From an optimization exercise on the open Yosys and OpenROAD flow, aimed at small area and a short achievable clock period; shortcuts taken in it are not production practice.
At most, simulation tests tie the RTL to the original design; equivalence was not proved.
Power is estimated from default activity; no workload was simulated.

==> flow/design.v <==
`default_nettype none
`timescale 1ns/1ps
package spi_ram_pkg;
    localparam logic [1:0] CMD_WR_ADDR = 2'b00;
    localparam logic [1:0] CMD_WR_DATA = 2'b01;
    localparam logic [1:0] CMD_RD_ADDR = 2'b10;
    localparam logic [1:0] CMD_RD_DATA = 2'b11;
endpackage
`default_nettype wire
`default_nettype none
`timescale 1ns/1ps
module spi_sp_ram #(
    parameter int WIDTH = 8,
    parameter int RINGS = 32,
    parameter int SLOTS = 8
) (
    input  logic                         clk,
    input  logic [7:0]                   waddr,
    input  logic [WIDTH-1:0]             wdata,
    input  logic [7:0]                   raddr,
    output logic                         hit,
    output logic [WIDTH-1:0]             dout
);
    localparam int SW = $clog2(SLOTS);
    logic [SW-1:0]                 r_phase;
    logic [RINGS*SLOTS*WIDTH-1:0]  r_ring;
    logic [SW-1:0]                 w_rj1;
    logic [WIDTH-1:0]              w_tap [RINGS];
    logic                          w_wphase;
    always_ff @(posedge clk) begin
        r_phase <= r_phase + 1'b1;
    end
    assign w_wphase = (r_phase == waddr[SW-1:0]);
    assign w_rj1    = raddr[SW-1:0] + 1'b1;
    assign hit      = (r_phase == w_rj1);
    genvar r, k;
    generate
        for (r = 0; r < RINGS; r++) begin : g_ring
            logic w_we;
            assign w_we = w_wphase && (waddr[7:SW] == r);
            for (k = 0; k < SLOTS - 1; k++) begin : g_slot
                always_ff @(posedge clk) begin
                    r_ring[(r*SLOTS + k)*WIDTH +: WIDTH] <= r_ring[(r*SLOTS + k + 1)*WIDTH +: WIDTH];
                end
            end
            assign w_tap[r] = r_ring[(r*SLOTS + SLOTS - 1)*WIDTH +: WIDTH];
            always_ff @(posedge clk) begin
                r_ring[(r*SLOTS + SLOTS - 1)*WIDTH +: WIDTH] <=
                    w_we ? wdata : r_ring[(r*SLOTS)*WIDTH +: WIDTH];
            end
        end
    endgenerate
    assign dout = w_tap[raddr[7:SW]];
endmodule
`default_nettype wire
`default_nettype none
`timescale 1ns/1ps
module spi_slave_ram_burst #(
    parameter int WIDTH     = 8,
    parameter int MEM_DEPTH = 256,
    parameter int AUTO_INC  = 1
) (
    input  logic clk,
    input  logic rst,
    input  logic SS_n,
    input  logic MOSI,
    output logic MISO,
    output logic busy,
    output logic frame_err
);
    logic             r_recv;
    logic             r_exec;
    logic             r_rdout;
    logic             r_done;
    logic             r_busy;
    logic [3:0]       r_cnt;
    logic [9:0]       r_shift;
    logic [7:0]       r_wr_addr;
    logic [7:0]       r_rd_addr;
    logic [7:0]       r_waddr;
    logic [7:0]       r_wdata;
    logic [7:0]       r_rbuf;
    logic             r_miso;
    logic             r_frame_err;
    logic [1:0]       w_cmd;
    logic [7:0]       w_payload;
    logic             w_hit;
    logic [7:0]       w_dout;
    logic             w_last;
    assign w_cmd     = r_shift[9:8];
    assign w_payload = r_shift[7:0];
    assign w_last    = (r_cnt == 4'd9);
    spi_sp_ram #(
        .WIDTH (WIDTH)
    ) u_ram (
        .clk   (clk),
        .waddr (r_waddr),
        .wdata (r_wdata),
        .raddr (r_rd_addr),
        .hit   (w_hit),
        .dout  (w_dout)
    );
    always_ff @(posedge clk) begin
        r_shift <= {r_shift[8:0], MOSI};
    end
    always_ff @(posedge clk) begin
        if (!r_busy || (r_recv && w_last))
            r_cnt <= '0;
        else if (r_recv || r_rdout)
            r_cnt <= r_cnt + 1'b1;
    end
    always_ff @(posedge clk) begin
        if (r_exec && (w_cmd == spi_ram_pkg::CMD_WR_DATA)) begin
            r_waddr <= r_wr_addr;
            r_wdata <= w_payload;
        end
    end
    always_ff @(posedge clk) begin
        if (r_rdout)
            r_rbuf <= {r_rbuf[6:0], 1'b0};
        else if (w_hit)
            r_rbuf <= w_dout;
    end
    always_ff @(posedge clk or posedge rst) begin
        if (rst) begin
            r_recv      <= 1'b0;
            r_exec      <= 1'b0;
            r_rdout     <= 1'b0;
            r_done      <= 1'b0;
            r_busy      <= 1'b0;
            r_wr_addr   <= '0;
            r_rd_addr   <= '0;
            r_miso      <= 1'b0;
            r_frame_err <= 1'b0;
        end else begin
            r_recv      <= (!r_busy && !SS_n) || (r_recv && !SS_n && !w_last);
            r_exec      <= r_recv && !SS_n && w_last;
            r_rdout     <= (r_exec && !SS_n && (w_cmd == spi_ram_pkg::CMD_RD_DATA)) ||
                           (r_rdout && !SS_n && (r_cnt != 4'd8));
            r_done      <= (r_exec && !SS_n && (w_cmd != spi_ram_pkg::CMD_RD_DATA)) ||
                           (r_rdout && !SS_n && (r_cnt == 4'd8)) ||
                           (r_done && !SS_n);
            r_busy      <= !SS_n;
            r_miso      <= r_rdout && !SS_n && (r_cnt != 4'd8) && r_rbuf[7];
            r_frame_err <= r_recv && SS_n;
            if (r_exec) begin
                case (w_cmd)
                    spi_ram_pkg::CMD_WR_ADDR: r_wr_addr <= w_payload;
                    spi_ram_pkg::CMD_WR_DATA: r_wr_addr <= r_wr_addr + 1'b1;
                    spi_ram_pkg::CMD_RD_ADDR: r_rd_addr <= w_payload;
                    default:                  r_rd_addr <= r_rd_addr + 1'b1;
                endcase
            end
        end
    end
    assign MISO      = r_miso;
    assign busy      = r_busy;
    assign frame_err = r_frame_err;
endmodule
`default_nettype wire
clock: 4.5 ns
lec_check: 0
cap_margin: 20
core_margin: 2
core_utilization: 40
setup_slack_margin: 2.5
slew_margin: 20
tns_end_percent: 10
run.sh (not shown) runs the stock make flow with config.mk's settings and CLKGATE_MAP_FILE= SYNTH_SCRIPT=/design/flow/synth_recipe.tcl, a recipe that flattens the netlist after the stock synthesis.
Next try:
--- a/flow/design.v
+++ b/flow/design.v
@@ -25,7 +25,6 @@
     logic [SW-1:0]                 r_phase;
     logic [RINGS*SLOTS*WIDTH-1:0]  r_ring;
     logic [SW-1:0]                 w_rj1;
-    logic [WIDTH-1:0]              w_tap [RINGS];
     logic                          w_wphase;
     always_ff @(posedge clk) begin
         r_phase <= r_phase + 1'b1;
@@ -43,14 +42,13 @@
                     r_ring[(r*SLOTS + k)*WIDTH +: WIDTH] <= r_ring[(r*SLOTS + k + 1)*WIDTH +: WIDTH];
                 end
             end
-            assign w_tap[r] = r_ring[(r*SLOTS + SLOTS - 1)*WIDTH +: WIDTH];
             always_ff @(posedge clk) begin
                 r_ring[(r*SLOTS + SLOTS - 1)*WIDTH +: WIDTH] <=
                     w_we ? wdata : r_ring[(r*SLOTS)*WIDTH +: WIDTH];
             end
         end
     endgenerate
-    assign dout = w_tap[raddr[7:SW]];
+    assign dout = r_ring[(raddr[7:SW]*SLOTS + SLOTS - 1)*WIDTH +: WIDTH];
 endmodule
 `default_nettype wire
 `default_nettype none
Effect: Register-to-register slack got worse by 0.46 ns; clock power stays flat; maximum frequency falls by about a fifth; worst setup slack got worse by 0.46 ns; cell area falls by a few percent; sequential share of layout area rises by 1.7 points; via count falls by roughly a tenth.
The RTL of the first run of this note was laid out without a check of its function.

[static timing again, ports no longer ideal]
No port has a modelled driver above. Below, the same layouts with a new extraction and two added sets of constraints. Step 1 (the two cells are an assumption about what drives the block):
set clk [get_ports {clk}]
set_driving_cell -lib_cell sky130_fd_sc_hd__clkbuf_16 $clk
set_driving_cell -lib_cell sky130_fd_sc_hd__buf_2 [delete_from_list [all_inputs] $clk]
Step 2 times the ports against the registers' clock, not the clock port: input delays grow and output delays shrink by t, the midpoint of the rising clock arrivals with the driver on. Three values: ideal, step 1, step 2; two values: the first two.
run | t, ns | slack for setup (ns) | worst register clock-pin slew, ns | cell pins on the clock port's net
the first run | 0.849 | 2.193 / 2.193 / 2.193 | 0.07 / 0.07 | 1
the second run | 0.829 | 1.730 / 1.730 / 1.730 | 0.07 / 0.07 | 1
After both steps setup and hold are still met in every run listed.
